Source: an optimization exercise on an open RTL-to-GDS flow (aim: small area, a short achievable clock period and few clock cycles per item). Production flows keep margins and buffers that such runs may drop. Only simulation tests tie the RTL to the original design; equivalence was not proved. No driver is modelled on the clock port, so clocking that relies on it looks cheaper here than on a real chip. Power figures rest on the tool's default switching activity, not on a simulated workload.

==> flow/design.v <==
module rho_pi_inv_serial #(
    parameter bit BYPASS_RHO = 1'b0
) (
    input  logic        clk,
    input  logic        rst_n,
    input  logic        s_valid,
    output logic        s_ready,
    input  logic [63:0] s_data,
    output logic        m_valid,
    input  logic        m_ready,
    output logic [63:0] m_data,
    output logic        m_last,
    output logic        busy
);
    localparam logic [5:0] WMASK = 6'b111100;
    function automatic logic [5:0] nxt_pos(input logic [4:0] x);
        logic [5:0] v;
        case (x)
            5'd0: v = 6'b000000;  5'd1: v = 6'b000010;  5'd2: v = 6'b000110;  5'd3: v = 6'b000100;
            5'd4: v = 6'b001111;  5'd5: v = 6'b010111;  5'd6: v = 6'b010010;  5'd7: v = 6'b000001;
            5'd8: v = 6'b001110;  5'd9: v = 6'b001001;  5'd10: v = 6'b000011;  5'd11: v = 6'b010001;
            5'd12: v = 6'b001000;  5'd13: v = 6'b010100;  5'd14: v = 6'b001101;  5'd15: v = 6'b010000;
            5'd16: v = 6'b001100;  5'd17: v = 6'b010101;  5'd18: v = 6'b000111;  5'd19: v = 6'b001011;
            5'd20: v = 6'b001010;  5'd21: v = 6'b000101;  5'd22: v = 6'b010110;  5'd23: v = 6'b010011;
            default: v = 6'b100000;
        endcase
        nxt_pos = v;
    endfunction
    function automatic logic [1:0] add3(input logic [1:0] a, input logic [1:0] b);
        logic [2:0] s;
        s = {1'b0, a} + {1'b0, b};
        add3 = (s >= 3'd3) ? 2'(s - 3'd3) : s[1:0];
    endfunction
    function automatic logic [5:0] slot_a(input logic [5:0] v, input logic [2:0] g8,
                                          input logic [1:0] g3);
        slot_a = {v[5], add3(v[4:3], g3), v[2:0] + g8};
    endfunction
    function automatic logic [24:0] slot_oh(input logic [5:0] v, input logic [2:0] g8,
                                            input logic [1:0] g3);
        logic [2:0] a8;
        logic [1:0] a3;
        a8 = v[2:0] + g8;
        a3 = add3(v[4:3], g3);
        slot_oh = '0;
        if (v[5]) slot_oh[24] = 1'b1;
        else      slot_oh[{a3, a8}] = 1'b1;
    endfunction
    function automatic logic [5:0] rot_amt(input logic [4:0] m);
        logic [5:0] k;
        case (m)
            5'd0:  k = 6'd0;   5'd1:  k = 6'd1;   5'd2:  k = 6'd62;  5'd3:  k = 6'd28;
            5'd4:  k = 6'd27;  5'd5:  k = 6'd36;  5'd6:  k = 6'd44;  5'd7:  k = 6'd6;
            5'd8:  k = 6'd55;  5'd9:  k = 6'd20;  5'd10: k = 6'd3;   5'd11: k = 6'd10;
            5'd12: k = 6'd43;  5'd13: k = 6'd25;  5'd14: k = 6'd39;  5'd15: k = 6'd41;
            5'd16: k = 6'd45;  5'd17: k = 6'd15;  5'd18: k = 6'd21;  5'd19: k = 6'd8;
            5'd20: k = 6'd18;  5'd21: k = 6'd2;   5'd22: k = 6'd61;  5'd23: k = 6'd56;
            5'd24: k = 6'd14;
            default: k = 6'd0;
        endcase
        rot_amt = BYPASS_RHO ? 6'd0 : k;
    endfunction
    function automatic logic [5:0] in_rot_amt(input logic [4:0] j);
        logic [5:0] k;
        case (j)
            5'd0:  k = 6'd0;   5'd1:  k = 6'd44;  5'd2:  k = 6'd43;  5'd3:  k = 6'd21;
            5'd4:  k = 6'd14;  5'd5:  k = 6'd28;  5'd6:  k = 6'd20;  5'd7:  k = 6'd3;
            5'd8:  k = 6'd45;  5'd9:  k = 6'd61;  5'd10: k = 6'd1;   5'd11: k = 6'd6;
            5'd12: k = 6'd25;  5'd13: k = 6'd8;   5'd14: k = 6'd18;  5'd15: k = 6'd27;
            5'd16: k = 6'd36;  5'd17: k = 6'd10;  5'd18: k = 6'd15;  5'd19: k = 6'd56;
            5'd20: k = 6'd62;  5'd21: k = 6'd55;  5'd22: k = 6'd39;  5'd23: k = 6'd41;
            5'd24: k = 6'd2;
            default: k = 6'd0;
        endcase
        in_rot_amt = BYPASS_RHO ? 6'd0 : k;
    endfunction
    function automatic logic [63:0] rotr(input logic [63:0] x, input logic [5:0] k);
        logic [127:0] d;
        d = {x, x} >> k;
        rotr = d[63:0];
    endfunction
    logic [63:0] lanes [25];
    logic [2:0]  g8;          
    logic [1:0]  g3;          
    logic [4:0]  wr_idx;      
    logic [5:0]  wr_a;        
    logic [5:0]  wr_rot;      
    logic        rd_active;   
    logic [4:0]  rd_idx;      
    logic [24:0] rd_oh;       
    logic [5:0]  rd_rot;      
    logic        out_valid;
    logic        out_last;
    logic [63:0] out_data;
    logic        ready_q;     
    logic        busy_q;
    logic        in_hs;
    logic        start;       
    logic        ld;          
    logic        out_free;
    assign in_hs    = s_valid && ready_q;
    assign start    = in_hs && (wr_idx == 5'd24);
    assign out_free = !out_valid || m_ready;
    assign ld       = out_free && (rd_active || start);
    assign s_ready = rst_n && ready_q;
    assign m_valid = rst_n && out_valid;
    assign busy    = rst_n && busy_q;
    assign m_last  = out_last;
    assign m_data  = out_data;
    logic [63:0] wr_word;
    logic [63:0] rd_word;
    assign wr_word = rotr(s_data, wr_rot);
    always_comb begin
        rd_word = '0;
        for (int s = 0; s < 25; s++) begin
            rd_word = rd_word | ({64{rd_oh[s]}} & lanes[s]);
        end
    end
    logic [24:0] wr_sel;
    always_comb begin
        for (int s = 0; s < 24; s++) begin
            wr_sel[s] = !wr_a[5] && (wr_a[4:3] == 2'(s / 8)) && (wr_a[2:0] == 3'(s % 8));
        end
        wr_sel[24] = wr_a[5];
    end
    always_ff @(posedge clk) begin
        for (int s = 0; s < 25; s++) begin
            if (in_hs && wr_sel[s]) begin
                lanes[s] <= wr_word;
            end
        end
    end
    always_ff @(posedge clk) begin
        if (ld) begin
            out_data <= rotr(rd_word, rd_rot);
            out_last <= (rd_idx == 5'd24);
        end
    end
    logic        wr_last, rd_last;
    logic [2:0]  g8_i;
    logic [1:0]  g3_i;
    logic [4:0]  wr_idx_i, rd_idx_i;
    logic [5:0]  wr_a_i;
    logic [24:0] rd_oh_i, rd_oh_s;
    logic [5:0]  wr_rot_i, rd_rot_i;
    logic        eq, eq1;
    always_comb begin
        wr_last  = (wr_idx == 5'd24);
        wr_idx_i = wr_last ? 5'd0 : wr_idx + 5'd1;
        g8_i     = g8 + 3'd1;
        g3_i     = add3(g3, 2'd1);
        wr_a_i   = slot_a(nxt_pos(wr_idx), g8, g3);
        wr_rot_i = in_rot_amt(wr_idx_i) & WMASK;
        rd_last  = (rd_idx == 5'd24);
        rd_idx_i = rd_last ? 5'd0 : rd_idx + 5'd1;
        rd_oh_i  = slot_oh(nxt_pos(rd_idx), g8, g3);
        rd_rot_i = rot_amt(rd_idx_i) & ~WMASK;
        rd_oh_s  = slot_oh(nxt_pos(5'd0), g8_i, g3_i);
        eq       = (wr_idx == rd_idx);
        eq1      = (wr_idx + 5'd1 == rd_idx);
    end
    logic rd_active_n, out_valid_n, ready_n, wr_nz_n;
    always_comb begin
        out_valid_n = ld || (out_valid && !m_ready);
        wr_nz_n     = in_hs ? !wr_last : (wr_idx != 5'd0);
        if (start) begin
            rd_active_n = 1'b1;
            ready_n     = ld;
        end else if (rd_active) begin
            rd_active_n = !(ld && rd_last);
            if (ld && rd_last)     ready_n = 1'b1;
            else if (ld && !in_hs) ready_n = 1'b1;
            else if (ld == in_hs)  ready_n = !eq;
            else                   ready_n = !eq && !eq1;
        end else begin
            rd_active_n = 1'b0;
            ready_n     = 1'b1;
        end
    end
    always_ff @(posedge clk) begin
        if (!rst_n) begin
            g8        <= 3'd0;
            g3        <= 2'd0;
            wr_idx    <= 5'd0;
            wr_a      <= 6'b100000;
            wr_rot    <= 6'd0;
            rd_active <= 1'b0;
            rd_idx    <= 5'd0;
            rd_oh     <= 25'd1 << 24;
            rd_rot    <= 6'd0;
            out_valid <= 1'b0;
            ready_q   <= 1'b1;
            busy_q    <= 1'b0;
        end else begin
            if (in_hs) begin
                wr_idx <= wr_idx_i;
                wr_a   <= wr_a_i;
                wr_rot <= wr_rot_i;
            end
            if (start) begin
                g8 <= g8_i;
                g3 <= g3_i;
            end
            if (start) begin
                if (ld) begin
                    rd_idx <= 5'd1;
                    rd_oh  <= rd_oh_s;
                    rd_rot <= rot_amt(5'd1) & ~WMASK;
                end else begin
                    rd_idx <= 5'd0;
                    rd_oh  <= 25'd1 << 24;
                    rd_rot <= 6'd0;
                end
            end else if (ld) begin
                rd_idx <= rd_idx_i;
                rd_oh  <= rd_last ? (25'd1 << 24) : rd_oh_i;
                rd_rot <= rd_rot_i;
            end
            rd_active <= rd_active_n;
            out_valid <= out_valid_n;
            ready_q   <= ready_n;
            busy_q    <= wr_nz_n || rd_active_n || out_valid_n;
        end
    end
endmodule
export LEC_CHECK = 0
export ABC_CLOCK_PERIOD_IN_PS = 3000
export CAP_MARGIN = 20
export CORE_MARGIN = 2
export CORE_UTILIZATION = 40
export CTS_CLUSTER_DIAMETER = 120
export CTS_CLUSTER_SIZE = 24
export PLACE_DENSITY = 0.8
export SETUP_SLACK_MARGIN = 3.9
export SLEW_MARGIN = 20
create_clock -name core_clock -period 7.0 [get_ports {clk}]
standard.sh (not shown) runs the stock make flow with config.mk's settings and CLKGATE_MAP_FILE= SYNTH_SCRIPT=/design/flow/synth_recipe.tcl, a recipe that flattens the netlist after the stock synthesis.
==> flow/flow/run.sh <==
#!/bin/bash
# The standard layout, with two changes that keep the circuit the same:
#  - the port buffers that buffer_ports inserts are plain buffers (buf_2)
#    instead of the default pick (a delay cell);
#  - before detailed placement and after CTS, rst_direct.tcl lets the rst_n
#    input buffer drive the gates of s_ready, m_valid and busy directly (see
#    the file).
set -euo pipefail
here="$(pwd)"
export BUFFER_PORTS_ARGS="-buffer_cell sky130_fd_sc_hd__buf_2"
export PRE_DETAIL_PLACE_TCL="$here/flow/rst_direct.tcl"
export POST_CTS_TCL="$here/flow/rst_direct.tcl"
bash standard.sh > standard_flow.log 2>&1
Other scripts of this flow, unchanged in this note and not shown: flow/flow/rst_direct.tcl
Testbench counts at the start, summed over its fixed seeds: cycles 8,200, items 320.
Then changed:
--- a/flow/flow/run.sh
+++ b/flow/flow/run.sh
@@ -2,3 +2,3 @@
 # The standard layout, with two changes that keep the circuit the same:
-#  - the port buffers that buffer_ports inserts are plain buffers (buf_2)
+#  - the port buffers that buffer_ports inserts are plain buffers (buf_1)
 #    instead of the default pick (a delay cell);
@@ -9,3 +9,3 @@
 here="$(pwd)"
-export BUFFER_PORTS_ARGS="-buffer_cell sky130_fd_sc_hd__buf_2"
+export BUFFER_PORTS_ARGS="-buffer_cell sky130_fd_sc_hd__buf_1"
 export PRE_DETAIL_PLACE_TCL="$here/flow/rst_direct.tcl"
CTS_CLUSTER_DIAMETER = 60   (was 120)
CTS_CLUSTER_SIZE = 30   (was 24)
PLACE_DENSITY = unset   (was 0.8)
Outcome: Critical path depth went down by 3. Utilization increases by 1.0 points. Setup slack gets better by 0.12 ns. Global-route usage went up by 1.5 points. Total power increases by roughly a tenth. Sequential share of layout area decreases by 1.5 points. Routed wire length grows by a few percent. Register-to-register slack gains 0.21 ns. Synthesized cell count is unchanged. Combinational power stays flat.
Then changed:
--- a/flow/flow/run.sh
+++ b/flow/flow/run.sh
@@ -2,3 +2,3 @@
 # The standard layout, with two changes that keep the circuit the same:
-#  - the port buffers that buffer_ports inserts are plain buffers (buf_1)
+#  - the port buffers that buffer_ports inserts are plain buffers (buf_2)
 #    instead of the default pick (a delay cell);
@@ -9,3 +9,3 @@
 here="$(pwd)"
-export BUFFER_PORTS_ARGS="-buffer_cell sky130_fd_sc_hd__buf_1"
+export BUFFER_PORTS_ARGS="-buffer_cell sky130_fd_sc_hd__buf_2"
 export PRE_DETAIL_PLACE_TCL="$here/flow/rst_direct.tcl"
CTS_CLUSTER_DIAMETER = 120   (was 60)
CTS_CLUSTER_SIZE = 24   (was 30)
What happened:
- die area stays the same
- register-to-register slack is about the same
- global-route usage barely changes
- design area decreases by about 2.7%
- clock skew decreases by 0.020 ns
- count of clock-buffer cells in the layout decreases by 34
- power decreases by about 10%
- non-clock buffer count increases by 3
- worst setup slack improves by 0.023 ns
- via count decreases by 0.44%
Then changed:
CTS_CLUSTER_SIZE = 28   (was 24)
=> The changed run passed the timing, DRC and antenna checks. Power shrinks by 1.5%. Core utilization shrinks by 0.16 points. Hold slack is about the same. Setup slack gets worse by 0.038 ns. Sequential cell count is unchanged.

==> what the ideal ports hide <==
The flow's constraints put no driver on any port. The routed layouts listed below were extracted and timed again, unchanged, in two steps.
Step 1 (the two cells are an assumption about what drives the block):
set clk [get_ports {clk}]
set_driving_cell -lib_cell sky130_fd_sc_hd__clkbuf_16 $clk
set_driving_cell -lib_cell sky130_fd_sc_hd__buf_2 [delete_from_list [all_inputs] $clk]
Step 2 times the ports against the registers' clock, not the clock port: input delays grow and output delays shrink by t, the midpoint of the rising clock arrivals with the driver on.
Three values: no drivers, after step 1, after step 2; two values: the first two.
| run | t (ns) | setup WS [ns] | hold slack, ns | worst setup path after step 2 | latest minus earliest clock arrival (ns) |
|---|---|---|---|---|---|
| the first run | 0.769 | 3.716 / 3.688 / 3.134 | 0.478 / 0.478 / 0.478 | input to register | 0.046 / 0.046 |
| the second run | 0.845 | 3.835 / 3.795 / 3.194 | 0.453 / 0.453 / 0.453 | input to register | 0.058 / 0.059 |
| the third run | 0.792 | 3.858 / 3.819 / 3.191 | 0.454 / 0.454 / 0.454 | input to register | 0.035 / 0.036 |
| the fourth run | 0.768 | 3.820 / 3.819 / 3.104 | 0.454 / 0.454 / 0.454 | input to register | 0.042 / 0.041 |
After both steps setup and hold are still met in every run listed. The setup slack of the fourth run, which loses most, moves by -0.001 ns with the drivers and by -0.716 ns with both steps.
